What follows belongs to an exercise in optimizing a design on an open flow for small area; a production flow would make more cautious choices. Function was checked by simulation only, so behaviour that the tests miss may differ from the original. Power is estimated from default activity; no workload was simulated.

==> flow/design.v <==
package ex_pkg;
    localparam logic [3:0] ALU_ADD  = 4'd0;
    localparam logic [3:0] ALU_SUB  = 4'd1;
    localparam logic [3:0] ALU_SLL  = 4'd2;
    localparam logic [3:0] ALU_SLT  = 4'd3;
    localparam logic [3:0] ALU_SLTU = 4'd4;
    localparam logic [3:0] ALU_XOR  = 4'd5;
    localparam logic [3:0] ALU_SRL  = 4'd6;
    localparam logic [3:0] ALU_SRA  = 4'd7;
    localparam logic [3:0] ALU_OR   = 4'd8;
    localparam logic [3:0] ALU_AND  = 4'd9;
    localparam logic [5:0] MD_LAST = 6'd33;
endpackage
module muldiv_iter
(
    input  logic [2:0]  op,
    input  logic [31:0] a,
    input  logic [31:0] b,
    input  logic [5:0]  cnt,        
    input  logic [31:0] hi,
    input  logic [31:0] lo,
    output logic        xs_hi,
    output logic        xs_hish,
    output logic        xs_lo31,
    output logic        x_top,
    output logic        ys_a,
    output logic        ys_b,
    output logic        ys_hi,
    output logic        ys_lo,
    output logic        y_top,
    output logic        inv,
    input  logic [32:0] sum,        
    input  logic        co,
    input  logic [31:0] x_low,      
    output logic        shift,      
    output logic [31:0] hi_d,       
    output logic [31:0] lo_d        
);
    logic is_div, sgn, a_neg, b_neg, mul_a_sgn, mul_b_sgn;
    logic first, step1, last_step, final_c, step;
    always_comb begin
        first     = (cnt == 6'd0);
        step1     = (cnt == 6'd1);
        last_step = (cnt == 6'd32);
        final_c   = (cnt == ex_pkg::MD_LAST);
        step      = ~first & ~final_c;
        shift     = step;
        is_div    = op[2];
        sgn       = ~op[0];
        a_neg     = sgn & a[31];
        b_neg     = sgn & b[31];
        mul_a_sgn = op[1] ^ op[0];            
        mul_b_sgn = ~op[1] & op[0];           
        xs_hi   = step & ~is_div & ~step1;
        xs_hish = step & is_div & ~step1;
        xs_lo31 = step & is_div;
        x_top   = xs_hish ? hi[31] : (xs_hi & mul_a_sgn & hi[31]);
        ys_a  = (first & is_div) | (step & ~is_div & lo[0]);
        ys_b  = (first & ~is_div) | (step & is_div);
        ys_hi = final_c & (is_div ? op[1] : (op[1:0] != 2'd0));
        ys_lo = final_c & ~(is_div ? op[1] : (op[1:0] != 2'd0));
        y_top = step & (is_div ? b_neg : (lo[0] & mul_a_sgn & a[31]));
        if (first)
            inv = is_div & a_neg;
        else if (final_c)
            inv = is_div & (op[1] ? a_neg : (sgn & (a[31] ^ b[31]) & ~(&lo)));
        else if (is_div)
            inv = ~b_neg;
        else
            inv = last_step & mul_b_sgn & lo[0];
        if (is_div) begin
            hi_d = co ? sum[31:0] : x_low;
            lo_d = {lo[30:0], co};
        end else begin
            hi_d = sum[32:1];
            lo_d = {sum[0], lo[31:1]};
        end
    end
endmodule
module ex_add #(
    parameter int W = 33
) (
    input  logic [W-1:0] a,
    input  logic [W-1:0] b,
    input  logic         ci,
    output logic [W-1:0] s,
    output logic         co,
    output logic [W-1:0] p,
    output logic [W-1:0] g
);
    logic [W-1:0] gg, pp;
    logic [W:0]   c;
    always_comb begin
        p  = a ^ b;
        g  = a & b;
        gg = g;
        pp = p;
        gg[0] = g[0] | (p[0] & ci);
        for (int l = 1; l < W; l = l * 2)
            for (int j = 2 * l - 1; j < W; j = j + 2 * l) begin
                gg[j] = gg[j] | (pp[j] & gg[j-l]);
                pp[j] = pp[j] & pp[j-l];
            end
        for (int l = W / 2; l >= 1; l = l / 2)
            for (int j = 3 * l - 1; j < W; j = j + 2 * l) begin
                gg[j] = gg[j] | (pp[j] & gg[j-l]);
                pp[j] = pp[j] & pp[j-l];
            end
        c  = {gg, ci};
        s  = p ^ c[W-1:0];
        co = c[W];
    end
endmodule
module ex_stage
(
    input  logic        clock,
    input  logic        reset,
    input  logic [31:0] d1_in,
    input  logic [31:0] d2_in,
    input  logic [4:0]  rd_in,
    input  logic [31:0] imm_in,
    input  logic [31:0] ctrl_in,
    input  logic [31:0] pc_in,
    output logic        branch,
    output logic [31:0] branch_target,
    output logic        stall,
    output logic [31:0] result_out,
    output logic [31:0] store_data_out,
    output logic [4:0]  rd_out,
    output logic        mem_read_out,
    output logic        mem_write_out,
    output logic        reg_write_out,
    output logic [2:0]  mem_size_out
);
    logic [3:0]  alu_op;
    logic [2:0]  funct3;
    logic        use_imm, br, jal, jalr, lui, auipc, mem_read, mem_write, reg_write;
    logic        muldiv, valid;
    assign alu_op    = ctrl_in[3:0];
    assign funct3    = ctrl_in[6:4];
    assign use_imm   = ctrl_in[7];
    assign br        = ctrl_in[8];
    assign jal       = ctrl_in[9];
    assign jalr      = ctrl_in[10];
    assign lui       = ctrl_in[11];
    assign auipc     = ctrl_in[12];
    assign mem_read  = ctrl_in[13];
    assign mem_write = ctrl_in[14];
    assign reg_write = ctrl_in[15];
    assign muldiv    = ctrl_in[16];
    assign valid     = ctrl_in[31];
    logic [5:0]  cnt_q;
    logic [31:0] res_q, st_q;
    logic [31:0] op_b;
    logic        sub, lt_sgn, alu_mode, x_pc, pc_link, y_alu;
    logic [32:0] ax, ay, sum, p, g;
    logic        ainv, co;
    logic        xs_hi, xs_hish, xs_lo31, x_top, ys_a, ys_b, ys_hi, ys_lo, y_top, md_inv;
    logic        md_shift;
    logic [31:0] md_hi_d, md_lo_d;
    assign op_b     = use_imm ? imm_in : d2_in;
    assign sub      = br | (alu_op == ex_pkg::ALU_SUB) | (alu_op == ex_pkg::ALU_SLT)
                    | (alu_op == ex_pkg::ALU_SLTU);
    assign lt_sgn   = br ? ~funct3[1] : (alu_op == ex_pkg::ALU_SLT);
    assign alu_mode = ~muldiv & ~lui & ~jal & ~jalr & ~auipc;
    assign x_pc     = ~muldiv & (jal | jalr | auipc);
    assign pc_link  = ~muldiv & (jal | jalr);      
    assign y_alu    = ~muldiv & ~jal & ~jalr;      
    always_comb begin
        for (int i = 0; i < 32; i++) begin
            ax[i] = (alu_mode & d1_in[i]) | (x_pc & pc_in[i]) | (muldiv & xs_hi & st_q[i])
                  | (muldiv & xs_hish & (i == 0 ? res_q[31] & xs_lo31 : st_q[i > 0 ? i-1 : 0]));
            ay[i] = (y_alu & use_imm & imm_in[i]) | (((y_alu & ~use_imm) | (muldiv & ys_b)) & d2_in[i])
                  | (muldiv & ys_a & d1_in[i]) | (muldiv & ys_hi & st_q[i]) | (muldiv & ys_lo & res_q[i])
                  | ((i == 2) & pc_link);
        end
        ax[0]  = (alu_mode & d1_in[0]) | (x_pc & pc_in[0]) | (muldiv & xs_hi & st_q[0])
               | (muldiv & xs_lo31 & res_q[31]);
        ax[32] = muldiv ? x_top : (alu_mode & lt_sgn & d1_in[31]);
        ay[32] = muldiv ? y_top : (alu_mode & lt_sgn & op_b[31]);
        ainv   = muldiv ? md_inv : (alu_mode & sub);
    end
    ex_add #(.W(33)) u_add (.a(ax), .b(ay ^ {33{ainv}}), .ci(ainv), .s(sum), .co(co), .p(p), .g(g));
    muldiv_iter u_muldiv (
        .op      (funct3),
        .a       (d1_in),
        .b       (d2_in),
        .cnt     (cnt_q),
        .hi      (st_q),
        .lo      (res_q),
        .xs_hi   (xs_hi),
        .xs_hish (xs_hish),
        .xs_lo31 (xs_lo31),
        .x_top   (x_top),
        .ys_a    (ys_a),
        .ys_b    (ys_b),
        .ys_hi   (ys_hi),
        .ys_lo   (ys_lo),
        .y_top   (y_top),
        .inv     (md_inv),
        .sum     (sum),
        .co      (co),
        .x_low   (ax[31:0]),
        .shift   (md_shift),
        .hi_d    (md_hi_d),
        .lo_d    (md_lo_d)
    );
    logic        shl;
    logic [31:0] sh_in, sh_r;
    assign shl = (alu_op == ex_pkg::ALU_SLL);
    always_comb begin
        for (int i = 0; i < 32; i++) sh_in[i] = shl ? d1_in[31-i] : d1_in[i];
        sh_r = 32'($signed({(alu_op == ex_pkg::ALU_SRA) & d1_in[31], sh_in}) >>> op_b[4:0]);
    end
    logic        cond, lt_br, eq_br;
    logic [31:0] tgt;
    logic        tgt_co_unused;
    logic [31:0] tgt_p_unused, tgt_g_unused;
    ex_add #(.W(32)) u_tgt_add (.a(jalr ? d1_in : pc_in), .b(imm_in), .ci(1'b0), .s(tgt),
                                .co(tgt_co_unused), .p(tgt_p_unused), .g(tgt_g_unused));
    logic lt;
    assign lt    = sum[32];
    assign lt_br = lt;
    assign eq_br = &p[31:0];
    assign cond   = funct3[2] ? (lt_br ^ funct3[0]) : (~funct3[1] & (eq_br ^ funct3[0]));
    assign branch = valid & (jal | jalr | (br & cond));
    assign branch_target = {tgt[31:1], tgt[0] & ~jalr};
    logic [4:0] rd_q;
    logic [2:0] sz_q;
    logic       mr_q, mw_q, rw_q;
    assign stall = valid & muldiv & (cnt_q != ex_pkg::MD_LAST);
    logic        r_md, r_sum, r_lt, r_p, r_g, r_srl, r_sll;
    logic [31:0] res_d;
    always_comb begin
        r_md  = stall & md_shift;
        r_sum = ~r_md & (alu_op == ex_pkg::ALU_ADD || alu_op == ex_pkg::ALU_SUB);
        r_lt  = ~r_md & (alu_op == ex_pkg::ALU_SLT || alu_op == ex_pkg::ALU_SLTU);
        r_p   = ~r_md & (alu_op == ex_pkg::ALU_XOR || alu_op == ex_pkg::ALU_OR);
        r_g   = ~r_md & (alu_op == ex_pkg::ALU_AND || alu_op == ex_pkg::ALU_OR);
        r_srl = ~r_md & (alu_op == ex_pkg::ALU_SRL || alu_op == ex_pkg::ALU_SRA);
        r_sll = ~r_md & shl;
        for (int i = 0; i < 32; i++)
            res_d[i] = (r_md & md_lo_d[i]) | (r_sum & sum[i]) | (r_p & p[i])
                     | (r_g & g[i]) | (r_srl & sh_r[i]) | (r_sll & sh_r[31-i]);
        res_d[0] = res_d[0] | (r_lt & lt);
    end
    always_ff @(posedge clock) begin
        if (reset) begin
            cnt_q <= 6'd0;
            mr_q  <= 1'b0;
            mw_q  <= 1'b0;
            rw_q  <= 1'b0;
        end else begin
            cnt_q <= stall ? cnt_q + 6'd1 : 6'd0;
            mr_q  <= ~stall & valid & mem_read;
            mw_q  <= ~stall & valid & mem_write;
            rw_q  <= ~stall & valid & reg_write;
        end
    end
    always_ff @(posedge clock) begin
        res_q <= res_d;
        st_q  <= stall ? md_hi_d : d2_in;
        rd_q  <= rd_in;
        sz_q  <= funct3;
    end
    assign result_out     = res_q;
    assign store_data_out = st_q;
    assign rd_out         = rd_q;
    assign mem_read_out   = mr_q;
    assign mem_write_out  = mw_q;
    assign reg_write_out  = rw_q;
    assign mem_size_out   = sz_q;
endmodule
==> flow/flow/run.sh <==
#!/bin/bash
# The standard layout, with the smallest buffer (buf_1) on every port
# instead of the default delay buffer; repair upsizes it where needed.
set -euo pipefail
bash standard.sh "BUFFER_PORTS_ARGS=-buffer_cell sky130_fd_sc_hd__buf_1" finish > make_finish.log 2>&1
==> flow/standard.sh <==
#!/bin/bash
# synth_recipe.tcl (not shown) runs the flow's synth.tcl, then flattens the netlist and writes it again
# the make line also repeats each setting of config.mk as NAME=value (left out here)
make -C /OpenROAD-flow-scripts/flow DESIGN_CONFIG=/design/flow/config.mk WORK_HOME=/design/flow/orfs CLKGATE_MAP_FILE= SYNTH_SCRIPT=/design/flow/synth_recipe.tcl "${@:-finish}"
==> flow/config.mk <==
export PLATFORM = sky130hd
export DESIGN_NAME = ex_stage
export DESIGN_NICKNAME = ex_stage
export VERILOG_FILES = /design/flow/design.v
export SDC_FILE = /design/flow/constraint.sdc
export NUM_CORES = 4
export LEC_CHECK = 0
export ABC_AREA = 1
export CAP_MARGIN = 0
export CORE_MARGIN = 2
export CORE_UTILIZATION = 40
export SLEW_MARGIN = 0
export SYNTH_HIERARCHICAL = 1
==> flow/constraint.sdc <==
create_clock -name core_clock -period 7.0 [get_ports {clock}]
set_input_delay 1.4000 -clock core_clock [delete_from_list [all_inputs] [get_ports {clock}]]
set_output_delay 1.4000 -clock core_clock [all_outputs]
set_load 0.01 [all_outputs]
==> results of run 1 <==
[area by class of cell]
class,count,area share
Tap cell,396,0.0331
Multi-Input combinational cell,1758,0.658
Inverter,195,0.0489
Clock inverter,7,0.00452
Timing Repair Buffer,379,0.132
Sequential cell,81,0.108
Clock buffer,9,0.0151
Antenna cell,1,0.000167
[what timing repair did]
action / CTS / global route
cloned: 0 / 0
buffers inserted: 0 / 3
setup endpoints to repair: 1 / 1
pin swaps: 0 / 8
resized for setup: 1 / 46
[registers in the layout, summed over array words and instances (netlist names)]
| register | count |
|---|---|
| cnt_q | 6 |
| mr_q | 1 |
| mw_q | 1 |
| rd_q | 5 |
| res_q | 32 |
| rw_q | 1 |
| st_q | 32 |
| sz_q | 3 |
[per-stage QoR]
| step | setup TNS [ps] | std cells | hold WS, ps | utilization |
|---|---|---|---|---|
| after CTS | 0 | 2822 | 539 | 0.481 |
| after global routing | -51.5 | 2825 | 572 | 0.487 |
| final | 0 | 2826 | 528 | 0.487 |
| after detailed placement | -21.0 | 2806 | 525 | 0.471 |
| after floorplan | 0 | 2154 | 477 | - |
| after global placement | -4.39 | 2806 | 506 | 0.471 |
[power breakdown]
| part | internal, mW | switching, mW | total, mW |
|---|---|---|---|
| Sequential | 0.514 | 0.0934 | 0.607 |
| Combinational | 0.485 | 0.929 | 1.41 |
| Clock | 0.253 | 0.253 | 0.505 |
[metal layers]
layer	part of all wire	wire (um)	track usage
met1	0.41	27200	0.531
met2	0.41	27200	0.573
met3	0.12	8200	0.0957
met4	0.057	3770	0.200
met5	0.00020	13	0
[worst max-delay path by stage]
stage | startpoint | end | slack [ps]
floorplan | ctrl_in[5] | branch | 390
global placement | ctrl_in[4] | branch | -4
detailed placement | ctrl_in[4] | branch | -20
CTS | ctrl_in[4] | branch | 5
global route | ctrl_in[4] | branch | -50
finish | ctrl_in[10] | branch | 150
==> metrics.md, run 1 <==
| Metric | Value |
|---|---|
| Final instance area | 15000 sq um |
| Max FO, Critical Path | 8 |
| Fill count | 3399 |
| FF-to-FF path depth | 30 |
| Reg2reg end | st_q[2]$_DFF_P_ |
| WP data arrival | 5450 ps |
| H-tree depth | 3 |
| Skew-Pair Late Insertion Delay | 370 ps |
| Setup violators final | 0 |
| CTS max path bufs | 2 |
| Commonest cells after routing, fill and taps aside | nand2_1, nand3_1, buf_1 |
| Max Slew Vio Count | 0 |
| Synthesized Nets | 2421 |
| Mapped Cells | between 2000 and 2500 |
| DP Area | 14500 sq um |
| CP delay by family, top | simple AND/OR/NAND/NOR gates |
| Via Count | 17000 |
| Hold Crit Endpoint | cnt_q[0]$_SDFF_PP0_ |
| Layout cell share with drive strength beyond 1 | 0.0914 |
| Commonest non-fill, non-tap cell in the layout | nand2_1 |
| Critical Path Start Type | input port |
| First-pass detailed-route iteration total | 6 |
| Vias per Instance | 6.01 |
| Die W | between 150 and 200 um |
| Slowest CP cell | fa_1 |
| Hold Path Stages | 1 |
| Root Buffer | clkbuf_16 |
| Mapped Area | 12600 sq um |
| Hold Path Class | flip-flop to flip-flop |
| Clock slew at reported path FFs | roughly 70 ps |
| FP Rows | 64 |
| Critical path endpoint category | output pin |
| Final Power | between 2 and 3 mW |
| Core footprint | 30700 sq um |
| Largest stage delay, worst path | 540 ps |
| Leak | 6.81 nW |
| Clk sinks | between 80 and 90 |
| Final WS setup | ~150 ps |
| IO Pins | 276 |
| Synth Warn # | 10 |
| Maxcap violations | 0 |
| Syn-to-layout area delta | 19.0% |
| Worst vdd ir | 0.114 mV |
| Fin crit share | 0.978 |
| CTS tree | done |
| Hold-fix buffers, CTS | 0 |
| First-pass GRT wire length | 96700 um |
| Critical path class | input port to output pin |
| DP Worst Slack | -21.0 ps |
| Final ANT Viol Nets | 0 |
| All-Layer GR Usage | 0.391 |
| Register Area | ~1600 sq um |
| Worst path bufs/invs | 7 |
| Worst Path Required | approximately 5600 ps |
| FF-to-FF Start | res_q[23]$_DFF_P_ |
| CP dominant cell by count | nand2_2 |
| Number of I/O port buffers | 261 |
| Status | no timing/DRC/antenna violations |
| DRC viols | 0 |
| Initial antenna violation count | 1 |
| Total Wirelength | 66400 um |
| Final Hold Fails | 0 |
| # nets final | 2691 |
| Pwr dens | 169 nW/um^2 |
| Area of the multi-input gates | about 10000 sq um |
| Dpl hpwl | about 54000 um |
| Die footprint | 32900 sq um |
| Num CTS Buffers | 9 |
| Vias in the first global route | between 15000 and 20000 |
| Min cycle time layout | around 6800 ps |
| Placer Congestion | 1.00 |
| Die Y | 181 um |
| Crit path depth | 27 |
| Slew HR | 0.171 |
| Largest net degree at the start of global routing | 66 |
| Worst-margin pin slew | 1240 ps |
| Grt ovf | 0 |
| F_max | between 100 and 150 MHz |
| Initial Utilization | 0.409 |
| Reg2Reg Setup Slack | 1660 ps |
| Mean Syn Cell Area | 5.84 sq um |
| Layout Skew | 14.4 ps |
| WL/cell | 23.5 um |
| Initial DRC count | 2515 |
| Min-delay src | cnt_q[0]$_SDFF_PP0_ |
==> run 2, diff against run 1 <==
==> flow/flow/run.sh (replaced) <==
#!/bin/bash
# The standard layout, with the smallest buffer (buf_1) on every port
# instead of the default delay buffer; repair upsizes it where needed.
set -euo pipefail
bash standard.sh "BUFFER_PORTS_ARGS=-buffer_cell sky130_fd_sc_hd__buf_1" GPL_KEEP_OVERFLOW=0 finish > make_finish.log 2>&1
--- a/flow/config.mk
+++ b/flow/config.mk
@@ -8,6 +8,6 @@
 export ABC_AREA = 1
-export CAP_MARGIN = 0
+export CAP_MARGIN = 20
 export CORE_MARGIN = 2
 export CORE_UTILIZATION = 40
-export SLEW_MARGIN = 0
+export SLEW_MARGIN = 20
 export SYNTH_HIERARCHICAL = 1
==> metrics.md, run 2 <==
| Metric | Value |
|---|---|
| Reg2reg end | st_q[20]$_DFF_P_ |
| Critical Path Start Type | input port |
| Status | no timing/DRC/antenna violations |
| Largest net degree at the start of global routing | 65 (-1.5%) |
| Hold Path Class | flip-flop to flip-flop |
| GRT busiest layer | met2 |
| FP Rows | 64 (unchanged) |
| Commonest non-fill, non-tap cell in the layout | nand2_1 |
| Clk sinks | 81 (unchanged) |
| Critical path endpoint category | output pin |
| WL/cell | 25.0 um (+6.3%) |
| Number of I/O port buffers | 261 (unchanged) |
| WP data arrival | 5480 ps (+30 ps) |
| Mapped Cells | 2154 (unchanged) |
| Final instance area | 14700 sq um (-1.9%) |
| Mean Syn Cell Area | 5.84 sq um (unchanged) |
| Fin crit share | 0.982 (+0.00408) |
| GR Util met1 | 0.540 (+0.00947) |
| FF-to-FF path depth | 26 (-13%) |
| Worst vdd ir | 0.0997 mV (-12%) |
| Max Slew Vio Count | 0 (unchanged) |
| FF-to-FF Start | cnt_q[4]$_SDFF_PP0_ |
| CP Cell Sequence | buf_2 > inv_2 > ha_1 > inv_1 > o21ai_2 > inv_1 > nor2_2 > nand2_2 > inv_8 > buf_4 > nand2_1 > o211ai_1 > a221oi_1 > xnor2_1 > ha_1 > nand4_1 > nor4_1 > nand3_1 > nand3_1 > nand2_1 > nand2_2 > a21oi_2 > buf_2 |
| Setup TNS | 0 ps (unchanged) |
| Setup violators final | 0 (unchanged) |
| Met2 Use GR | 0.611 (+0.0375) |
| Num CTS Buffers | 9 (unchanged) |
| Root Buffer | clkbuf_16 |
| Grt ovf | 0 (unchanged) |
| Initial DRC count | 2271 (-9.7%) |
| Die Y | 181 um (unchanged) |
| Via Count | 17100 (+0.53%) |
| Worst Path Required | 5600 ps (about the same) |
| Leak | 6.52 nW (-4.2%) |
| Layout Skew | 18.0 ps (+3.59 ps) |
| Largest stage delay, worst path | 1030 ps (+490 ps) |
| Largest registers | res_q (32), st_q (32), cnt_q (6) |
| Slew HR | 0.220 (+0.0484) |
| DRC viols | 0 (unchanged) |
| Met3 Usage GRT | 0.0982 (+0.00242) |
| Syn-to-layout area delta | 16.8% |
| Hold-fix buffers, CTS | 0 (unchanged) |
| Total Wirelength | 68700 um (+3.5%) |
| IO Pins | 276 (unchanged) |
| Critical path class | input port to output pin |
| All-Layer GR Usage | 0.398 (+0.00717) |
| Fill count | 3330 (-2.0%) |
| Slowest CP cell | nor4_1 |
| DP Area | 13800 sq um (-5.0%) |
| Synth Warn # | 10 (unchanged) |
| H-tree depth | 3 (unchanged) |
| Crit path capture | branch |
| Synthesized Nets | 2421 (unchanged) |
| Final ANT Viol Nets | 0 (unchanged) |
| Layout cell share with drive strength beyond 1 | 0.0726 (-0.0188) |
| Dpl hpwl | 52700 um (-1.4%) |
| # nets final | 2617 (-2.7%) |
| F_max | 145 MHz (-0.42%) |
| First-pass GRT wire length | 97900 um (+1.2%) |
| CP delay by family, top | simple AND/OR/NAND/NOR gates |
| Initial antenna violation count | 2 (+1) |
| CTS max path bufs | 2 (unchanged) |
| Core footprint | 30700 sq um (unchanged) |
| First-pass detailed-route iteration total | 6 (unchanged) |
| Max FO, Critical Path | 14 (+6) |
| Placer Congestion | 1.03 (+2.7%) |
| Worst-margin pin slew | 1160 ps (-81.9 ps) |
| Mapped Area | 12600 sq um (unchanged) |
| Commonest cells after routing, fill and taps aside | nand2_1, nand3_1, buf_1 |
| CTS tree | done |
| Clock slew at reported path FFs | 70 ps (about the same) |
| Skew-Pair Late Insertion Delay | 370 ps (about the same) |
| Crit path depth | 23 (-15%) |
| Worst path bufs/invs | 7 (unchanged) |
| Die W | 181 um (unchanged) |
| Min cycle time layout | 6880 ps (+28.6 ps) |
| Reg2Reg Setup Slack | 750 ps (-910 ps) |
| Initial Utilization | 0.409 (unchanged) |
| Final Hold Fails | 0 (unchanged) |
| Critical Path Source | ctrl_in[5] |
| Vias per Instance | 6.21 (+3.3%) |
| Pwr dens | 167 nW/um^2 (-1.1%) |
| Maxcap violations | 0 (unchanged) |
| Die footprint | 32900 sq um (unchanged) |
| Vias in the first global route | 15000 (-2.3%) |
==> run 2: changes by cell type in the layout (fill, tap and decap cells not counted), moves of 3 or more <==
cell | before | now
buf_1 | 257 | 252
a21oi_2 | 8 | 5
buf_12 | 8 | 2
buf_16 | 0 | 6
xnor2_2 | 4 | 1
o21ai_2 | 5 | 2
inv_6 | 3 | 8
inv_1 | 179 | 169
inv_16 | 0 | 3
buf_4 | 108 | 27
nand2_1 | 656 | 648
nand2_4 | 2 | 11
clkinv_4 | 0 | 3
xnor2_1 | 39 | 42
==> run 2: timing repair <==
item | in CTS | in global routing
buffers inserted | 16 | 12
resized for setup | 53 | 52
pin swaps | 7 | 17
gates cloned | 6 | 2
endpoints found under the setup margin | 33 | 29
==> run 2: area by class of cell <==
cell class | count | area (sq um) | share of cell area
inverter | 195 | 807 | 0.0550
timing repair inverter | 3 | 26.3 | 0.00179
clock buffer | 9 | 225 | 0.0153
antenna | 1 | 2.50 | 0.000170
clock inverter | 6 | 48.8 | 0.00332
tap | 396 | 495 | 0.0337
timing repair buffer | 298 | 1470 | 0.0999
sequential | 81 | 1620 | 0.110
multi-input combinational | 1762 | 9990 | 0.680
==> run 2: per-layer routing <==
layer	vias up	part of all wire
met1	8014	0.40
li1	7654	-
met4	6	0.045
met5	-	0.0029
met2	1224	0.43
met3	185	0.13
==> run 2: through the flow <==
step	utilization	instances	power, mW	setup WS [ps]	hold WS [ps]
after floorplan	-	2154	1.38	395	477
after global placement	0.439	2691	1.85	-4700	503
after detailed placement	0.447	2699	1.87	-1270	516
after CTS	0.469	2736	2.37	1.05	533
after global routing	0.477	2750	2.57	-47.4	569
final	0.478	2751	2.45	123	537
==> run 2: worst min-delay path by stage <==
stage	from	to	cells after the start
after floorplan	cnt_q[0]$_SDFF_PP0_	cnt_q[0]$_SDFF_PP0_	1
after global placement	cnt_q[0]$_SDFF_PP0_	cnt_q[0]$_SDFF_PP0_	1
after detailed placement	cnt_q[0]$_SDFF_PP0_	cnt_q[0]$_SDFF_PP0_	1
after CTS	cnt_q[0]$_SDFF_PP0_	cnt_q[0]$_SDFF_PP0_	1
after global routing	cnt_q[0]$_SDFF_PP0_	cnt_q[0]$_SDFF_PP0_	1
final	cnt_q[0]$_SDFF_PP0_	cnt_q[0]$_SDFF_PP0_	1
==> run 2: worst reg2reg max path, cell delays in order (launching register included) <==
cell       delay (ps)
dfxtp_1           360
nor2_1            170
nand4_2           210
nand2_1           140
inv_2              80
nand2_1           110
nor2_1             60
nand2_1           370
clkinv_4          350
nand2_1           140
o2111ai_1         370
fa_2              530
nand3_2           100
nand3_4           110
nand2_4            90
nand2_4            60
nand2_2            90
nand2_4            60
nand3_2            70
o211a_4           190
fa_1              170
clkinv_1          840
inv_2             990
nor2_1             80
o21ai_0           280
nand2_1            80
o21ai_0            70
==> run 2: where the power goes <==
| part | switching (mW) | internal, mW | total (mW) |
|---|---|---|---|
| Combinational | 0.901 | 0.430 | 1.33 |
| Sequential | 0.120 | 0.514 | 0.634 |
| Clock | 0.243 | 0.244 | 0.487 |
==> run 3, diff against run 2 <==
==> flow/flow/run.sh (replaced) <==
#!/bin/bash
# The standard layout with two changes:
#  - synthesis maps with flow/abc.script (area-oriented mapping) in place of
#    ORFS's abc script; the rest of synth_recipe.tcl is unchanged;
#  - the smallest buffer (buf_1) on every port instead of the default delay
#    buffer; repair upsizes it where needed.
# Each tool's output stays in orfs/logs; make's own output goes to make_finish.log.
set -euo pipefail
here=$(pwd)
{
  head -n 1 synth_recipe.tcl
  cat <<EOT
proc abc {args} {
  set i [lsearch -exact \$args -script]
  if {\$i >= 0} { set args [lreplace \$args \$i [expr {\$i + 1}] -script $here/flow/abc.script] }
  yosys abc {*}\$args
}
EOT
  tail -n +2 synth_recipe.tcl
} > own_synth.tcl
bash standard.sh "SYNTH_SCRIPT=$here/own_synth.tcl" \
  "BUFFER_PORTS_ARGS=-buffer_cell sky130_fd_sc_hd__buf_1" finish > make_finish.log 2>&1
==> flow/flow/abc.script (new file) <==
strash
dch -f
amap
topo
dnsize -c
==> metrics.md, run 3 <==
| Metric | Value |
|---|---|
| Worst Path Required | 5600 ps (about the same) |
| Via Count | 15200 (-11%) |
| Hold-fix buffers, CTS | 0 (unchanged) |
| Critical Path Start Type | input port |
| Vias in the first global route | 14400 (-3.9%) |
| DRC viols | 0 (unchanged) |
| Synthesized Nets | 1876 (-23%) |
| Placed instance count | 2524 (-6.5%) |
| Syn-to-layout area delta | 43.2% |
| Num CTS Buffers | 9 (unchanged) |
| Fin crit share | 1.16 (+0.179) |
| First-pass detailed-route iteration total | 6 (unchanged) |
| Layout check faults | setup timing |
| H-tree depth | 3 (unchanged) |
| Skew-Pair Late Insertion Delay | 370 ps (about the same) |
| Largest net degree at the start of global routing | 77 (+18%) |
| Worst vdd ir | 0.122 mV (+22%) |
| Core footprint | 26200 sq um (-15%) |
| Number of I/O port buffers | 261 (unchanged) |
| Largest stage delay, worst path | 490 ps (-540 ps) |
| Fin cells | 2555 (-7.1%) |
| Commonest cells after routing, fill and taps aside | buf_4, clkinv_1, buf_1 |
| Placer Congestion | 0.975 (-5.0%) |
| Max Slew Vio Count | 0 (unchanged) |
| CTS tree | done |
| CTS max path bufs | 2 (unchanged) |
| CP dominant cell by count | buf_4 |
| Vias per Instance | 5.97 (-3.9%) |
| All-Layer GR Usage | 0.354 (-0.0442) |
| Combinational share of power | 0.582 (+0.039) |
| Pwr dens | 162 nW/um^2 (-2.9%) |
| First-pass GRT wire length | 78900 um (-19%) |
| Layout Skew | 16.1 ps (-1.91 ps) |
| RSZ-0062 raised after global routing | true |
| Synth Warn # | 10 (unchanged) |
| Max FO, Critical Path | 5 (-9) |
| WL/cell | 20.0 um (-20%) |
| Layout cell share with drive strength beyond 1 | 0.191 (+0.118) |
| Setup violators final | 1 (+1) |
| Cell internal pwr | 1.36 mW (+14%) |
| Final WS setup | -1130 ps (-1250 ps) |
| F_max | 123 MHz (-15%) |
| Clk sinks | 81 (unchanged) |
| Hold WS | 506 ps (-31.0 ps) |
| Worst-margin pin slew | 1120 ps (-39.8 ps) |
| Sw Share | 0.454 (-0.0614) |
| # nets final | 2482 (-5.2%) |
| FP Rows | 59 (-7.8%) |
| Setup TNS | -1130 ps (-1130 ps) |
| Critical path class | input port to output pin |
| Initial DRC count | 1596 (-30%) |
| Total Wirelength | 51200 um (-26%) |
| WP data arrival | 6730 ps (+1250 ps) |
| Leak | 5.91 nW (-9.3%) |
| Clock power share | 0.201 (+0.003) |
| Fill count | 2615 (-21%) |
| IO Pins | 276 (unchanged) |
| Mean Syn Cell Area | 6.67 sq um (+14%) |
| Ant. Diodes | 0 (-1) |
| Final ANT Viol Nets | 0 (unchanged) |
| Maxcap violations | 0 (unchanged) |
| Commonest non-fill, non-tap cell in the layout | buf_4 |
| Die footprint | 28100 sq um (-14%) |
| Register Area | 1620 sq um (about the same) |
| Slowest CP cell | fa_1 |
| Hold Path Class | flip-flop to flip-flop |
| Min cycle time layout | 8130 ps (+1250 ps) |
| Root Buffer | clkbuf_16 |
| Final Hold Fails | 0 (unchanged) |
| Initial antenna violation count | 0 (-2) |
| Initial Utilization | 0.409 (about the same) |
| Area of the multi-input gates | 8390 sq um (-16%) |
| DP Worst Slack | -1150 ps (+124 ps) |
| Sequential Power Share | 0.217 (-0.042) |
| Dpl hpwl | 40500 um (-23%) |
| Die W | 168 um (-7.5%) |
| Clock slew at reported path FFs | 70 ps (about the same) |
| Status | finished with violations |
| Mapped Area | 10700 sq um (-15%) |
| Slew HR | 0.251 (+0.0318) |
| Critical path endpoint category | output pin |
| Largest registers | res_q (32), st_q (32), cnt_q (6) |
| Net Switching | 1.13 mW (-11%) |
| Die Y | 168 um (-7.5%) |
| Final Power | 2.49 mW (+1.6%) |
| Grt ovf | 0 (unchanged) |
| Mapped Cells | 1609 (-25%) |
[run 3: metrics by stage]
stage                     cell area (sq um)   util
after floorplan                       10800      -
after global placement                14700  0.561
after detailed placement              14700  0.561
after CTS                             15100  0.577
after global routing                  15400  0.586
final                                 15400  0.586
[run 3: final timing paths]
kind	slack [ps]	cells after the start	from	end
worst max-delay path	-1130	32	ctrl_in[10]	branch
worst max register to register	490	37	cnt_q[2]$_SDFF_PP0_	res_q[0]$_DFF_P_
worst min register to register	510	2	cnt_q[3]$_SDFF_PP0_	cnt_q[3]$_SDFF_PP0_
worst min-delay path	510	2	cnt_q[3]$_SDFF_PP0_	cnt_q[3]$_SDFF_PP0_
[run 3: layout make-up]
class,count,area share
Tap cell,335,0.0273
Inverter,279,0.0700
Clock buffer,9,0.0147
Sequential cell,81,0.106
Timing Repair Buffer,596,0.232
Multi-Input combinational cell,1248,0.546
Clock inverter,7,0.00383
[run 3: per-layer routing]
metal / vias to the layer above / track usage / routed length, um
met3: 87 / 0.0853 / 5310
met2: 804 / 0.570 / 22900
li1: 7343 / - / -
met1: 7013 / 0.469 / 21600
met5: - / 0 / 0
met4: 0 / 0.109 / 1390
[run 3: repair_timing]
item	4_1_cts	5_1_grt
setup buffers	5	11
resized for setup	21	47
setup endpoints to repair	4	3
pin swaps	6	24
[run 3: critical path: cells and delay by family]
kind            cells  cell delay [ps]
simple gates       11             1280
fa+ha+maj           2              770
compound gates     12             2220
buf+inv             7             1050
[run 3: power groups by stage]
stage	clock (mW)	sequential, mW	combinational [mW]
2_1_floorplan	0	0.584	0.741
3_3_place_gp	0	0.550	1.37
3_5_place_dp	0	0.551	1.38
4_1_cts	0.511	0.540	1.40
5_1_grt	0.526	0.547	1.58
6_report	0.501	0.540	1.45
==> run 4, diff against run 3 <==
==> flow/flow/abc.script (replaced) <==
strash
&get -n
&fraig -x
&put
scorr
dc2
dch -f
amap
topo
dnsize -c
--- a/flow/config.mk
+++ b/flow/config.mk
@@ -12,2 +12 @@
 export SLEW_MARGIN = 20
-export SYNTH_HIERARCHICAL = 1
==> metrics.md, run 4 <==
| Metric | Value |
|---|---|
| Ys flop type | dfxtp_1 |
| Pwr dens | 165 nW/um^2 (+1.4%) |
| Clk sinks | 81 (unchanged) |
| Layout cell share with drive strength beyond 1 | 0.260 (+0.0694) |
| Synthesized Nets | 1629 (-13%) |
| Mean Syn Cell Area | 7.36 sq um (+10%) |
| Placer Congestion | 0.965 (-0.99%) |
| Min cycle time layout | 8560 ps (+431 ps) |
| Max Slew Vio Count | 0 (unchanged) |
| Synth Area in XOR/XNOR | 0 |
| Largest net degree at the start of global routing | 49 (-36%) |
| Register Area | 1620 sq um (about the same) |
| Post-Synth Simple-Gate Area | 0.124 |
| Leak | 6.01 nW (+1.6%) |
| Die W | 162 um (-3.2%) |
| # nets final | 2289 (-7.8%) |
| Worst-margin pin slew | 1130 ps (+7.92 ps) |
| Mapped Cells | 1363 (-15%) |
| Top cells by area, synth | dfxtp_1, o22ai_1, ha_1, clkinv_1, fa_1 |
| All-Layer GR Usage | 0.374 (+0.0201) |
| Top Metal Used | met4 |
| Slew HR | 0.241 (-0.0104) |
| DRC viols | 0 (unchanged) |
| Via Count | 14800 (-2.7%) |
| Fin cells | 2351 (-8.0%) |
| Reg2Reg Setup Slack | 150 ps (-340 ps) |
| Count leader, synth | clkinv_1 |
| Initial antenna violation count | 0 (unchanged) |
| Largest stage delay, worst path | 440 ps (-50 ps) |
| Setup violators final | 9 (+8) |
| H-tree depth | 3 (unchanged) |
| Worst Path Required | 5600 ps (about the same) |
| DP Area | 14300 sq um (-3.0%) |
| CTS max path bufs | 2 (unchanged) |
| CTS tree | done |
| Hold Path Class | flip-flop to flip-flop |
| Adder-cell share of the synthesized area | 0.148 |
| Fill count | 2300 (-12%) |
| Largest family of logic cells by synthesized area | compound AO/OA/AOI/OAI gates |
| WL met3 | 5880 um (+11%) |
| Compound-Gate Fraction of Synth Area | 0.493 |
| Die Y | 162 um (-3.2%) |
| Critical path endpoint category | output pin |
| Reg2reg end | res_q[0]$_DFF_P_ |
| Final ANT Viol Nets | 0 (unchanged) |
| Root Buffer | clkbuf_16 |
| Mapped Area | 10000 sq um (-6.5%) |
| WP data arrival | 7160 ps (+430 ps) |
| FP Rows | 57 (-3.4%) |
| Layout check faults | setup timing |
| Commonest cells after routing, fill and taps aside | buf_4, buf_1, clkinv_1 |
| FF-to-FF path depth | 39 (+5.4%) |
| Initial DRC count | 1632 (+2.3%) |
| Hold-fix buffers, CTS | 0 (unchanged) |
| Maxcap violations | 0 (unchanged) |
| Final Hold Fails | 0 (unchanged) |
| Worst vdd ir | 0.106 mV (-13%) |
| Largest registers | res_q (32), st_q (32), cnt_q (6) |
| Synth cell types | 40 |
| FF-to-FF Start | cnt_q[1]$_SDFF_PP0_ |
| Max FO, Critical Path | 8 (+3) |
| RSZ-0062 raised after global routing | true |
| Skew-Pair Late Insertion Delay | 350 ps (-20 ps) |
| First-pass detailed-route iteration total | 10 (+4) |
| Final WS setup | -1560 ps (-431 ps) |
| Final instance area | 15400 sq um (about the same) |
| Slowest CP cell | fa_2 |
| Num CTS Buffers | 9 (unchanged) |
| Placed instance count | 2288 (-9.4%) |
| Critical Path Start Type | input port |
| Synth top area share | 0.162 |
| Core footprint | 24500 sq um (-6.7%) |
| Critical Path Source | ctrl_in[5] |
| Post-synth top area cell | dfxtp_1 |
| Final Power | 2.53 mW (+1.4%) |
| Setup TNS | -5500 ps (-4370 ps) |
| Status | finished with violations |
| Multiplexer share of the synthesized area | 0 |
| Grt ovf | 0 (unchanged) |
| Ant. Diodes | 0 (unchanged) |
| Vias in the first global route | 14100 (-1.8%) |
| Total Wirelength | 51300 um (+0.30%) |
| Initial Utilization | 0.410 (+0.000845) |
| Metal2 WL | 22800 um (about the same) |
| Dpl hpwl | 39300 um (-3.1%) |
| Layout Skew | 11.8 ps (-4.27 ps) |
| WL/cell | 21.8 um (+9.0%) |
| F_max | 117 MHz (-5.0%) |
| Commonest non-fill, non-tap cell in the layout | buf_4 |
| Critical path class | input port to output pin |
| Synth Register Bits | 81 |
| Fin crit share | 1.22 (+0.0615) |
| Syn-to-layout area delta | 53.0% |
| Synth Warn # | 4 (-6) |
| Hold WS | 584 ps (+77.5 ps) |
| First-pass GRT wire length | 76900 um (-2.5%) |
| Register area share after synthesis | 0.162 |
| Post-synth top cells | clkinv_1, o22ai_1, o21ai_0 |
| Vias per Instance | 6.31 (+5.7%) |
| Area of the multi-input gates | 8160 sq um (-2.8%) |
| Die footprint | 26400 sq um (-6.3%) |
| Asr flop ratio synth | 0 |
| Number of I/O port buffers | 261 (unchanged) |
| Crit path capture | branch |
| M1 WL | 20600 um (-4.9%) |
| Clock slew at reported path FFs | 60 ps (about the same) |
| IO Pins | 276 (unchanged) |
| Post-synth EDFFs | 0 |
## run 4: cell count changes in the layout (fill, tap and decap cells not counted), moves of 21 or more
| cell | change |
|---|---|
| a21oi_1 | -121 |
| a221o_1 | +21 |
| a222oi_1 | +30 |
| buf_4 | +46 |
| clkinv_1 | -90 |
| nor2_1 | -87 |
| o21ai_0 | -42 |
| o22ai_1 | -31 |
## run 4: worst max-delay path, delay by kind of cell
family	cells	cell delay [ps]
compound gates	17	3180
simple gates	4	410
buf+inv	11	1200
fa+ha+maj	3	960
## run 4: per-stage QoR
step / utilization / setup slack (ps)
after CTS: 0.613 / -1450
final: 0.628 / -1560
after floorplan: - / -1730
after global placement: 0.584 / -1510
after global routing: 0.628 / -1810
after detailed placement: 0.584 / -1620
## run 4: report_power, final
group | switching (mW) | leakage (nW) | internal (mW)
sequential | 0.0329 | 0.675 | 0.512
combinational | 0.824 | 5.19 | 0.650
clock | 0.211 | 0.142 | 0.295
## run 4: layout make-up
class                      instances  share of cell area
clock inverter                     2             0.00244
tap                              324              0.0264
inverter                         197              0.0517
multi-input combinational       1085               0.531
timing repair inverter             1            0.000407
sequential                        81               0.106
timing repair buffer             648               0.265
clock buffer                      13              0.0170
## run 4: cells by family after synthesis
logic type / Yosys count
buf+inv: 197
flops: 81
simple gates: 287
compound gates: 699
fa+ha+maj: 99
## run 4: what timing repair did
item	4_1_cts	5_1_grt
gates resized for setup	48	90
setup buffers	39	24
hold endpoints to repair	0	0
cloned	0	1
endpoints found under the setup margin	14	52
pin swaps	35	46
## run 4: how the worst min path moves through the flow
stage	from	endpoint	slack (ps)	cells after the start
6_report	cnt_q[2]$_SDFF_PP0_	cnt_q[2]$_SDFF_PP0_	580	2
5_1_grt	cnt_q[2]$_SDFF_PP0_	cnt_q[2]$_SDFF_PP0_	610	2
4_1_cts	cnt_q[2]$_SDFF_PP0_	cnt_q[2]$_SDFF_PP0_	580	2
3_5_place_dp	cnt_q[2]$_SDFF_PP0_	cnt_q[2]$_SDFF_PP0_	570	2
3_3_place_gp	cnt_q[2]$_SDFF_PP0_	cnt_q[2]$_SDFF_PP0_	540	2
2_1_floorplan	cnt_q[0]$_SDFF_PP0_	cnt_q[0]$_SDFF_PP0_	440	1
## run 4: layer usage
layer,global-route usage,up-vias
met5,0,-
li1,-,6837
met2,0.603,942
met1,0.490,6893
met3,0.0736,157
met4,0.158,0
==> run 5, diff against run 4 <==
--- a/flow/design.v
+++ b/flow/design.v
@@ -113,2 +113,25 @@
 endmodule
+module ex_cmp (
+    input  logic [31:0] a,
+    input  logic [31:0] b,
+    input  logic        sgn,
+    output logic        lt,
+    output logic        eq
+);
+    logic [31:0] l, e;
+    always_comb begin
+        for (int i = 0; i < 32; i++) begin
+            l[i] = ~a[i] & b[i];
+            e[i] = ~(a[i] ^ b[i]);
+        end
+        l[31] = sgn ? (a[31] & ~b[31]) : (~a[31] & b[31]);
+        for (int w = 1; w < 32; w = w * 2)
+            for (int j = 0; j < 32; j = j + 2 * w) begin
+                l[j] = l[j+w] | (e[j+w] & l[j]);
+                e[j] = e[j+w] & e[j];
+            end
+        lt = l[0];
+        eq = e[0];
+    end
+endmodule
 module ex_stage
@@ -161,5 +184,5 @@
     assign op_b     = use_imm ? imm_in : d2_in;
-    assign sub      = br | (alu_op == ex_pkg::ALU_SUB) | (alu_op == ex_pkg::ALU_SLT)
+    assign sub      = (alu_op == ex_pkg::ALU_SUB) | (alu_op == ex_pkg::ALU_SLT)
                     | (alu_op == ex_pkg::ALU_SLTU);
-    assign lt_sgn   = br ? ~funct3[1] : (alu_op == ex_pkg::ALU_SLT);
+    assign lt_sgn   = (alu_op == ex_pkg::ALU_SLT);
     assign alu_mode = ~muldiv & ~lui & ~jal & ~jalr & ~auipc;
@@ -222,4 +245,3 @@
     assign lt    = sum[32];
-    assign lt_br = lt;
-    assign eq_br = &p[31:0];
+    ex_cmp u_cmp (.a(d1_in), .b(d2_in), .sgn(~funct3[1]), .lt(lt_br), .eq(eq_br));
     assign cond   = funct3[2] ? (lt_br ^ funct3[0]) : (~funct3[1] & (eq_br ^ funct3[0]));
==> metrics.md, run 5 <==
| Metric | Value |
|---|---|
| WP data arrival | 8330 ps (+1170 ps) |
| Sequential Power Share | 0.205 (-0.011) |
| Vias per Instance | 6.36 (+0.82%) |
| Combinational share of power | 0.615 (+0.031) |
| Critical Path Source | ctrl_in[16] |
| Register Area | 1620 sq um (unchanged) |
| Commonest non-fill, non-tap cell in the layout | buf_4 |
| Worst-margin pin slew | 1100 ps (-30.1 ps) |
| Reg2reg end | st_q[31]$_DFF_P_ |
| Post-synth top cells | clkinv_1, nor2_1, o22ai_1 |
| WL met3 | 6810 um (+16%) |
| Mapped Cells | 1542 (+13%) |
| Core footprint | 26700 sq um (+9.3%) |
| DRC viols | 0 (unchanged) |
| Initial DRC count | 2170 (+33%) |
| Synth cell types | 37 (-7.5%) |
| Asr flop ratio synth | 0 (unchanged) |
| M1 WL | 24700 um (+20%) |
| Fin crit share | 1.15 (-0.0732) |
| Final WS setup | -1050 ps (+512 ps) |
| Clock power share | 0.180 (-0.021) |
| Largest registers | res_q (32), st_q (32), cnt_q (6) |
| Hold WS | 537 ps (-46.4 ps) |
| Mean Syn Cell Area | 7.01 sq um (-4.8%) |
| Post-synth top area cell | dfxtp_1 |
| Ys flop type | dfxtp_1 |
| Mapped Area | 10800 sq um (+7.7%) |
| Worst Path Required | 7280 ps (+1680 ps) |
| # nets final | 2465 (+7.7%) |
| Hold Crit Endpoint | cnt_q[5]$_SDFF_PP0_ |
| Maxcap violations | 0 (unchanged) |
| Cell internal pwr | 1.47 mW (+1.2%) |
| Worst vdd ir | 0.125 mV (+18%) |
| Initial antenna violation count | 0 (unchanged) |
| Total Wirelength | 59500 um (+16%) |
| Register area share after synthesis | 0.150 (-0.0115) |
| CTS max path bufs | 2 (unchanged) |
| Net Switching | 1.23 mW (+15%) |
| First-pass detailed-route iteration total | 6 (-4) |
| First-pass GRT wire length | 87800 um (+14%) |
| Layout Skew | 14.0 ps (+2.19 ps) |
| All-Layer GR Usage | 0.401 (+0.0271) |
| Dpl hpwl | 44100 um (+12%) |
| Final ANT Viol Nets | 0 (unchanged) |
| Largest stage delay, worst path | 460 ps (+20 ps) |
| CTS tree | done |
| Adder-cell share of the synthesized area | 0.176 (+0.0276) |
| Critical Path Start Type | input port |
| Synthesized Nets | 1841 (+13%) |
| Hold Path Class | flip-flop to flip-flop |
| Metal2 WL | 25700 um (+12%) |
| Slowest CP cell | fa_2 |
| Num CTS Buffers | 9 (unchanged) |
| Sw Share | 0.455 (+0.0322) |
| DP Worst Slack | -1910 ps (-295 ps) |
| Status | finished with violations |
| Slew HR | 0.268 (+0.0270) |
| Multiplexer share of the synthesized area | 0 (unchanged) |
| Number of I/O port buffers | 261 (unchanged) |
| Final Hold Fails | 0 (unchanged) |
| RSZ-0062 raised after global routing | true |
| Critical path endpoint category | flip-flop |
| Final Power | 2.71 mW (+7.1%) |
| Final core utilization | 0.620 (-0.00765) |
| Post-Synth Simple-Gate Area | 0.166 (+0.0425) |
| Critical path class | input port to flip-flop |
| Die W | 168 um (+3.7%) |
| Top cells by area, synth | dfxtp_1, o22ai_1, ha_1, clkinv_1, nor2_1 |
| Placer Congestion | 0.991 (+2.7%) |
| Pwr dens | 163 nW/um^2 (-0.72%) |
| Via Count | 16000 (+7.7%) |
| Skew-Pair Late Insertion Delay | 360 ps (about the same) |
| Count leader, synth | clkinv_1 |
| Grt ovf | 0 (unchanged) |
| Clk sinks | 81 (unchanged) |
| Top Metal Used | met4 |
| H-tree depth | 3 (unchanged) |
| Initial Utilization | 0.404 (-0.00585) |
| FP Rows | 60 (+5.3%) |
| FF-to-FF path depth | 51 (+31%) |
| Synth top area share | 0.150 (-0.0115) |
| Compound-Gate Fraction of Synth Area | 0.435 (-0.0578) |
| Leak | 6.36 nW (+5.9%) |
| Min cycle time layout | 8050 ps (-512 ps) |
| Setup violators final | 48 (+39) |
| Layout check faults | setup timing |
| Vias in the first global route | 14700 (+4.2%) |
| Ant. Diodes | 0 (unchanged) |
| Synth Register Bits | 81 (unchanged) |
| Final instance area | 16600 sq um (+7.9%) |
| Max FO, Critical Path | 6 (-2) |
| Hold Path Stages | 1 (-1) |
| CP dominant cell by count | a211oi_2 |
| WL/cell | 23.7 um (+8.6%) |
| IO Pins | 276 (unchanged) |
| Post-synth EDFFs | 0 (unchanged) |
| Root Buffer | clkbuf_16 |
| Die Y | 168 um (+3.7%) |
| F_max | 124 MHz (+6.4%) |
| Commonest cells after routing, fill and taps aside | buf_4, buf_1, nor2_1 |
| DP Area | 14700 sq um (+3.3%) |
| FF-to-FF Start | cnt_q[1]$_SDFF_PP0_ |
| Reg2Reg Setup Slack | -770 ps (-920 ps) |
| Die footprint | 28300 sq um (+7.5%) |
| Fill count | 2555 (+11%) |
| Clock slew at reported path FFs | 70 ps (about the same) |
| Synth Area in XOR/XNOR | 0 (unchanged) |
| Area of the multi-input gates | 9390 sq um (+15%) |
| Syn-to-layout area delta | 53.4% |
| Max Slew Vio Count | 0 (unchanged) |
| Layout cell share with drive strength beyond 1 | 0.259 (-0.000663) |
| Largest family of logic cells by synthesized area | compound AO/OA/AOI/OAI gates |
| Largest net degree at the start of global routing | 64 (+31%) |
| Min-delay src | cnt_q[5]$_SDFF_PP0_ |
| Synth Warn # | 5 (+1) |
-- run 5: layer usage --
layer | track usage | vias to the layer above
li1 | - | 7240
met1 | 0.556 | 7531
met2 | 0.616 | 1033
met3 | 0.0797 | 170
met4 | 0.151 | 0
met5 | 0 | -
-- run 5: power by group through the flow --
stage	Clock, mW	Sequential (mW)	Combinational, mW
3_3_place_gp	0	0.561	1.41
6_report	0.487	0.554	1.66
2_1_floorplan	0	0.593	0.721
3_5_place_dp	0	0.561	1.41
4_1_cts	0.484	0.552	1.55
5_1_grt	0.499	0.558	1.78
-- run 5: final cells by class --
cell class / instances / share of cell area
multi-input combinational: 1251 / 0.566
timing repair buffer: 610 / 0.237
sequential: 81 / 0.0979
inverter: 210 / 0.0534
tap: 341 / 0.0257
clock buffer: 10 / 0.0144
timing repair inverter: 3 / 0.00264
clock inverter: 6 / 0.00257
-- run 5: repair_timing --
item                       CTS  global route
resized for setup          144           120
hold buffers                 0             0
gates cloned                 2             1
setup endpoints to repair   57            58
pin swaps                   73            91
buffers inserted            60            21
-- run 5: worst max-delay path: cells and delay by family --
| kind | cells | cell delay, ps |
|---|---|---|
| AO/OA/AOI/OAI | 23 | 3140 |
| adder cells (fa/ha/maj) | 2 | 820 |
| buffers and inverters | 7 | 840 |
| AND/OR/NAND/NOR | 12 | 2120 |
-- run 5: kinds of logic (layout without fill, tap and decap cells) --
group                      count (synthesis)  count (layout)
buffers and inverters                    210             839
adders and majority gates                132             132
DFF                                       81              81
AOI/OAI and AO/OA                        701             701
and+or+nand+nor                          418             418
-- run 5: worst max-delay path by stage --
stage | slack [ps] | endpoint
2_1_floorplan | -1490 | res_q[0]$_DFF_P_
3_3_place_gp | -1620 | res_q[0]$_DFF_P_
4_1_cts | -840 | res_q[0]$_DFF_P_
3_5_place_dp | -1910 | res_q[0]$_DFF_P_
5_1_grt | -1380 | st_q[0]$_DFF_P_
6_report | -1050 | st_q[31]$_DFF_P_
-- run 5: per-stage QoR --
stage          TNS (ps)  cells
2_1_floorplan    -50470   1542
3_3_place_gp     -68090   2438
3_5_place_dp     -80330   2438
4_1_cts          -33150   2509
5_1_grt          -55710   2512
6_report         -38920   2512
==> run 6, diff against run 5 <==
==> flow/flow/run.sh (replaced) <==
#!/bin/bash
# The standard layout with these changes:
#  - synthesis (hierarchical, as config.mk sets) maps the adder and
#    comparator modules (ex_add, ex_cmp) with ORFS's own abc script, and every other module with
#    flow/abc_small.script (area-oriented amap, then buffering and sizing);
#    the rest of synth_recipe.tcl is unchanged;
#  - the smallest buffer (buf_1) on every port instead of the default delay
#    buffer; repair upsizes it where needed;
#  - timing-driven placement keeps none of its trial repairs
#    (GPL_KEEP_OVERFLOW=0); the later repair steps fix what is needed.
# Each tool's output stays in orfs/logs; make's own output goes to make_finish.log.
set -euo pipefail
here=$(pwd)
{
  head -n 1 synth_recipe.tcl
  cat <<EOT
proc abc {args} {
  set i [lsearch -exact \$args -script]
  yosys abc {*}\$args *ex_add* ex_cmp
  yosys abc {*}[lreplace \$args \$i [expr {\$i + 1}] -script $here/flow/abc_small.script] *ex_add* ex_cmp %u %n
}
EOT
  tail -n +2 synth_recipe.tcl
} > own_synth.tcl
bash standard.sh "SYNTH_SCRIPT=$here/own_synth.tcl" \
  "BUFFER_PORTS_ARGS=-buffer_cell sky130_fd_sc_hd__buf_1" GPL_KEEP_OVERFLOW=0 finish > make_finish.log 2>&1
==> flow/flow/abc_small.script (new file) <==
strash
&get -n
&fraig -x
&put
scorr
dc2
dch -f
amap
topo
stime -c
buffer -c
upsize -c
dnsize -c
--- a/flow/config.mk
+++ b/flow/config.mk
@@ -12 +12,2 @@
 export SLEW_MARGIN = 20
+export SYNTH_HIERARCHICAL = 1
removed: flow/flow/abc.script
==> metrics.md, run 6 <==
| Metric | Value |
|---|---|
| Status | no timing/DRC/antenna violations |
| Mapped Area | 12500 sq um (+16%) |
| Net Switching | 1.11 mW (-10%) |
| CTS max path bufs | 2 (unchanged) |
| Via Count | 15400 (-3.4%) |
| Mapped Cells | 1867 (+21%) |
| Sw Share | 0.457 (+0.00204) |
| Hold Path Stages | 1 (unchanged) |
| Clk sinks | 81 (unchanged) |
| Leak | 6.29 nW (-1.1%) |
| IO Pins | 276 (unchanged) |
| Layout Skew | 10.3 ps (-3.73 ps) |
| Cell internal pwr | 1.31 mW (-11%) |
| Setup TNS | 0 ps (+38920 ps) |
| Reg2reg end | st_q[7]$_DFF_P_ |
| Critical path class | input port to flip-flop |
| Die Y | 181 um (+7.3%) |
| Initial Utilization | 0.407 (+0.00276) |
| Mean Syn Cell Area | 6.69 sq um (-4.6%) |
| Final core utilization | 0.476 (-0.144) |
| Commonest cells after routing, fill and taps aside | inv_1, buf_1, nand2_1 |
| F_max | 148 MHz (+19%) |
| Skew-Pair Late Insertion Delay | 360 ps (about the same) |
| Root Buffer | clkbuf_16 |
| Hold-fix buffers, CTS | 0 (unchanged) |
| Largest stage delay, worst path | 400 ps (-60 ps) |
| FF-to-FF Start | cnt_q[3]$_SDFF_PP0_ |
| Combinational share of power | 0.526 (-0.089) |
| Sequential Power Share | 0.241 (+0.036) |
| CTS tree | done |
| Largest net degree at the start of global routing | 46 (-28%) |
| Initial DRC count | 1996 (-8.0%) |
| Placer Congestion | 0.987 (-0.46%) |
| Slew HR | 0.302 (+0.0340) |
| FP Rows | 64 (+6.7%) |
| Core footprint | 30700 sq um (+15%) |
| Commonest non-fill, non-tap cell in the layout | inv_1 |
| Critical path endpoint category | flip-flop |
| Vias per Instance | 6.26 (-1.6%) |
| Total Wirelength | 57400 um (-3.6%) |
| H-tree depth | 3 (unchanged) |
| Initial antenna violation count | 0 (unchanged) |
| Layout cell share with drive strength beyond 1 | 0.0691 (-0.190) |
| Clock slew at reported path FFs | 70 ps (about the same) |
| Worst vdd ir | 0.133 mV (+6.8%) |
| Final ANT Viol Nets | 0 (unchanged) |
| Worst Path Required | 7230 ps (-50 ps) |
| All-Layer GR Usage | 0.337 (-0.0649) |
| Clock power share | 0.234 (+0.054) |
| Reg2Reg Setup Slack | 850 ps (+1620 ps) |
| DRC viols | 0 (unchanged) |
| WP data arrival | 6990 ps (-1340 ps) |
| Min-delay src | cnt_q[0]$_SDFF_PP0_ |
| Final Hold Fails | 0 (unchanged) |
| First-pass GRT wire length | 85800 um (-2.3%) |
| First-pass detailed-route iteration total | 9 (+3) |
| Number of I/O port buffers | 261 (unchanged) |
| Critical Path Start Type | input port |
| DP Worst Slack | -2590 ps (-679 ps) |
| Final WS setup | 247 ps (+1290 ps) |
| Hold Path Class | flip-flop to flip-flop |
| Dpl hpwl | 44000 um (-0.31%) |
| Min cycle time layout | 6750 ps (-1290 ps) |
| Fill count | 3232 (+26%) |
| Slowest CP cell | fa_1 |
| Setup violators final | 0 (-100%) |
| Syn-to-layout area delta | 16.9% |
| Worst-margin pin slew | 1040 ps (-60.6 ps) |
| Pwr dens | 166 nW/um^2 (+1.7%) |
| Hold Crit Endpoint | cnt_q[0]$_SDFF_PP0_ |
| Largest registers | res_q (32), st_q (32), cnt_q (6) |
| Die W | 181 um (+7.3%) |
| # nets final | 2367 (-4.0%) |
| Maxcap violations | 0 (unchanged) |
| Final instance area | 14600 sq um (-12%) |
| Die footprint | 32600 sq um (+15%) |
| Num CTS Buffers | 9 (unchanged) |
| Grt ovf | 0 (unchanged) |
| Vias in the first global route | 14200 (-3.9%) |
| FF-to-FF path depth | 28 (-45%) |
| Synth Warn # | 11 (+6) |
| Max FO, Critical Path | 35 (+29) |
| Synthesized Nets | 2167 (+18%) |
| Max Slew Vio Count | 0 (unchanged) |
| Fin crit share | 0.965 (-0.185) |
| DP Area | 14000 sq um (-5.2%) |
| WL/cell | 23.3 um (-1.9%) |
run 6: cell count changes in the layout (fill, tap and decap cells not counted), moves of 20 or more:
cell      delta
xor2_1      +20
or2_0       -21
o21ai_0     +35
o22ai_1     -49
clkinv_1   -193
buf_4      -297
a222oi_1    +28
inv_1      +312
a31oi_1     +25
nor2b_1     +45
o211ai_1    +21
nand2_1     +86
nor2_1      -55
run 6: worst max-delay path, delay by kind of cell:
| kind | cells | cell delay, ps |
|---|---|---|
| compound gates | 7 | 1440 |
| buf+inv | 10 | 1770 |
| simple gates | 12 | 1360 |
| fa+ha+maj | 3 | 920 |
run 6: cell type report:
class	instances	area, sq um	area share
Antenna cell	2	5.00	0.000343
Clock buffer	9	225	0.0154
Clock inverter	5	106	0.00729
Inverter	328	1260	0.0865
Multi-Input combinational cell	1334	9270	0.635
Sequential cell	81	1620	0.111
Tap cell	396	495	0.0340
Timing Repair Buffer	308	1580	0.108
Timing Repair inverter	5	37.5	0.00257
run 6: how the worst max path moves through the flow:
stage,from,end,slack [ps],cells past startpoint
after floorplan,ctrl_in[6],res_q[0]$_DFF_P_,1160,31
after global placement,ctrl_in[10],res_q[0]$_DFF_P_,-8930,25
after detailed placement,ctrl_in[6],res_q[0]$_DFF_P_,-2590,31
after CTS,ctrl_in[10],st_q[7]$_DFF_P_,60,31
after global routing,ctrl_in[6],res_q[0]$_DFF_P_,-20,31
final,ctrl_in[6],st_q[7]$_DFF_P_,250,32
run 6: metrics by stage:
step	hold slack [ps]	cells	power, mW
finish	505	2468	2.42
floorplan	452	1867	1.37
global placement	483	2399	1.77
global route	544	2466	2.55
CTS	511	2454	2.38
detailed placement	495	2426	1.81
run 6: repair_timing:
action | CTS | global route
gates cloned | 5 | 1
gates resized for setup | 15 | 7
setup buffers | 9 | 10
pin swaps | 1 | 1
endpoints found under the hold margin | 0 | 0
endpoints found under the setup margin | 53 | 33
run 6: power groups by stage:
stage | Combinational (mW) | Clock [mW] | Sequential, mW
after global placement | 1.18 | 0 | 0.591
after detailed placement | 1.22 | 0 | 0.590
after floorplan | 0.793 | 0 | 0.581
after CTS | 1.24 | 0.564 | 0.580
after global routing | 1.38 | 0.581 | 0.584
final | 1.27 | 0.566 | 0.583
run 6: metal layers:
metal | global-route usage | up-vias | wire length [um]
li1 | - | 7090 | -
met1 | 0.460 | 7297 | 23900
met2 | 0.526 | 927 | 25100
met3 | 0.0693 | 124 | 6340
met4 | 0.114 | 0 | 2040
met5 | 0 | - | 0
==> run 7, diff against run 6 <==
--- a/flow/design.v
+++ b/flow/design.v
@@ -111,25 +111,2 @@
         co = c[W];
-    end
-endmodule
-module ex_cmp (
-    input  logic [31:0] a,
-    input  logic [31:0] b,
-    input  logic        sgn,
-    output logic        lt,
-    output logic        eq
-);
-    logic [31:0] l, e;
-    always_comb begin
-        for (int i = 0; i < 32; i++) begin
-            l[i] = ~a[i] & b[i];
-            e[i] = ~(a[i] ^ b[i]);
-        end
-        l[31] = sgn ? (a[31] & ~b[31]) : (~a[31] & b[31]);
-        for (int w = 1; w < 32; w = w * 2)
-            for (int j = 0; j < 32; j = j + 2 * w) begin
-                l[j] = l[j+w] | (e[j+w] & l[j]);
-                e[j] = e[j+w] & e[j];
-            end
-        lt = l[0];
-        eq = e[0];
     end
@@ -184,5 +161,5 @@
     assign op_b     = use_imm ? imm_in : d2_in;
-    assign sub      = (alu_op == ex_pkg::ALU_SUB) | (alu_op == ex_pkg::ALU_SLT)
+    assign sub      = br | (alu_op == ex_pkg::ALU_SUB) | (alu_op == ex_pkg::ALU_SLT)
                     | (alu_op == ex_pkg::ALU_SLTU);
-    assign lt_sgn   = (alu_op == ex_pkg::ALU_SLT);
+    assign lt_sgn   = br ? ~funct3[1] : (alu_op == ex_pkg::ALU_SLT);
     assign alu_mode = ~muldiv & ~lui & ~jal & ~jalr & ~auipc;
@@ -245,3 +222,4 @@
     assign lt    = sum[32];
-    ex_cmp u_cmp (.a(d1_in), .b(d2_in), .sgn(~funct3[1]), .lt(lt_br), .eq(eq_br));
+    assign lt_br = lt;
+    assign eq_br = &p[31:0];
     assign cond   = funct3[2] ? (lt_br ^ funct3[0]) : (~funct3[1] & (eq_br ^ funct3[0]));
--- a/flow/flow/run.sh
+++ b/flow/flow/run.sh
@@ -1,5 +1,5 @@
 #!/bin/bash
-# The standard layout with these changes:
-#  - synthesis (hierarchical, as config.mk sets) maps the adder and
-#    comparator modules (ex_add, ex_cmp) with ORFS's own abc script, and every other module with
+# The standard layout with two changes:
+#  - synthesis (hierarchical, as config.mk sets) maps the adder modules
+#    (ex_add) with ORFS's own abc script, and every other module with
 #    flow/abc_small.script (area-oriented amap, then buffering and sizing);
@@ -18,4 +18,4 @@
   set i [lsearch -exact \$args -script]
-  yosys abc {*}\$args *ex_add* ex_cmp
-  yosys abc {*}[lreplace \$args \$i [expr {\$i + 1}] -script $here/flow/abc_small.script] *ex_add* ex_cmp %u %n
+  yosys abc {*}\$args *ex_add*
+  yosys abc {*}[lreplace \$args \$i [expr {\$i + 1}] -script $here/flow/abc_small.script] *ex_add* %n
 }
==> metrics.md, run 7 <==
| Metric | Value |
|---|---|
| Status | finished with violations |
| Layout check faults | setup timing |
| FP Rows | 62 (-3.1%) |
| First-pass GRT wire length | 90900 um (+5.9%) |
| Synth Warn # | 10 (-1) |
| Critical path class | input port to output pin |
| CTS max path bufs | 2 (unchanged) |
| IO Pins | 276 (unchanged) |
| Min cycle time layout | 7180 ps (+424 ps) |
| H-tree depth | 3 (unchanged) |
| Setup violators final | 1 (+1) |
| Fin crit share | 1.03 (+0.0605) |
| Metal2 WL | 27200 um (+8.4%) |
| WL met3 | 6320 um (-0.30%) |
| Number of I/O port buffers | 261 (unchanged) |
| Dpl hpwl | 46800 um (+6.3%) |
| Initial DRC count | 2682 (+34%) |
| Initial antenna violation count | 1 (+1) |
| Layout Skew | 18.8 ps (+8.53 ps) |
| Mean Syn Cell Area | 6.76 sq um (+1.1%) |
| Skew-Pair Late Insertion Delay | 370 ps (about the same) |
| Root Buffer | clkbuf_16 |
| FF-to-FF path depth | 34 (+21%) |
| Final WS setup | -177 ps (-424 ps) |
| Maxcap violations | 0 (unchanged) |
| Final Hold Fails | 0 (unchanged) |
| M1 WL | 23100 um (-3.2%) |
| Die Y | 174 um (-3.5%) |
| Hold Path Class | flip-flop to flip-flop |
| Crit path capture | branch |
| Largest net degree at the start of global routing | 41 (-11%) |
| Commonest cells after routing, fill and taps aside | inv_1, buf_1, nand2_1 |
| Critical path endpoint category | output pin |
| Core footprint | 28600 sq um (-6.7%) |
| Worst-margin pin slew | 1090 ps (+48.7 ps) |
| Slew HR | 0.274 (-0.0279) |
| Worst vdd ir | 0.129 mV (-3.5%) |
| Largest stage delay, worst path | 780 ps (+380 ps) |
| Largest registers | res_q (32), st_q (32), cnt_q (6) |
| Hold-fix buffers, CTS | 0 (unchanged) |
| Reg2Reg Setup Slack | 850 ps (about the same) |
| Grt ovf | 0 (unchanged) |
| Max FO, Critical Path | 8 (-77%) |
| Syn-to-layout area delta | 24.5% |
| Commonest non-fill, non-tap cell in the layout | inv_1 |
| Hold WS | 524 ps (+19.4 ps) |
| Slowest CP cell | nor4_1 |
| Mapped Cells | 1715 (-8.1%) |
| Fill count | 2961 (-8.4%) |
[run 7: report_power, final]
group,internal [mW],switching (mW)
logic,0.510,0.874
registers,0.513,0.0895
clock network,0.357,0.252
total,1.38,1.22
[run 7: critical path, delay by kind of cell]
family,cells,cell delay (ps)
adder cells (fa/ha/maj),1,260
AND/OR/NAND/NOR,6,1660
AO/OA/AOI/OAI,7,1420
buffers and inverters,7,1010
[run 7: worst min path at each step]
stage	startpoint	endpoint
floorplan	cnt_q[0]$_SDFF_PP0_	cnt_q[0]$_SDFF_PP0_
global placement	cnt_q[0]$_SDFF_PP0_	cnt_q[0]$_SDFF_PP0_
detailed placement	cnt_q[0]$_SDFF_PP0_	cnt_q[0]$_SDFF_PP0_
CTS	cnt_q[0]$_SDFF_PP0_	cnt_q[0]$_SDFF_PP0_
global route	cnt_q[0]$_SDFF_PP0_	cnt_q[0]$_SDFF_PP0_
finish	cnt_q[0]$_SDFF_PP0_	cnt_q[0]$_SDFF_PP0_
[run 7: layout make-up]
cell class | instances | area, sq um | area share
Timing Repair Buffer | 355 | 2060 | 0.143
Tap cell | 384 | 480 | 0.0333
Clock inverter | 7 | 133 | 0.00919
Timing Repair inverter | 4 | 36.3 | 0.00251
Antenna cell | 1 | 2.50 | 0.000173
Clock buffer | 9 | 225 | 0.0156
Inverter | 278 | 1110 | 0.0768
Sequential cell | 81 | 1620 | 0.112
Multi-Input combinational cell | 1232 | 8770 | 0.607
[run 7: layer usage]
| layer | vias to the layer above | GRT usage |
|---|---|---|
| li1 | 6727 | - |
| met1 | 7187 | 0.493 |
| met2 | 1207 | 0.626 |
| met3 | 264 | 0.0652 |
| met4 | 2 | 0.256 |
| met5 | - | 0 |
[run 7: through the flow]
stage | setup slack (ps) | std cells | instance area [sq um] | power, mW | setup TNS (ps)
after CTS | 4.42 | 2335 | 14200 | 2.50 | 0
after detailed placement | -2230 | 2264 | 13100 | 1.83 | -77100
after global placement | -7890 | 2236 | 12600 | 1.81 | -451310
final | -177 | 2351 | 14400 | 2.60 | -177
after floorplan | 61.9 | 1715 | 11600 | 1.36 | 0
after global routing | -216 | 2350 | 14400 | 2.69 | -216
[run 7: timing repair]
action                                  4_1_cts  5_1_grt
gates resized for setup                      79       48
pin swaps                                    23       37
endpoints found under the setup margin       53        1
cloned                                        7        1
hold endpoints to repair                      0        0
buffers inserted                             50       14

Check on run 7: ideal ports give -0.177 ns setup slack; a clkbuf_16 on the clock port and buf_2 on the inputs give -0.340 ns; moving port delays by the midpoint clock arrival (0.405 ns) as well gives -0.340 ns.
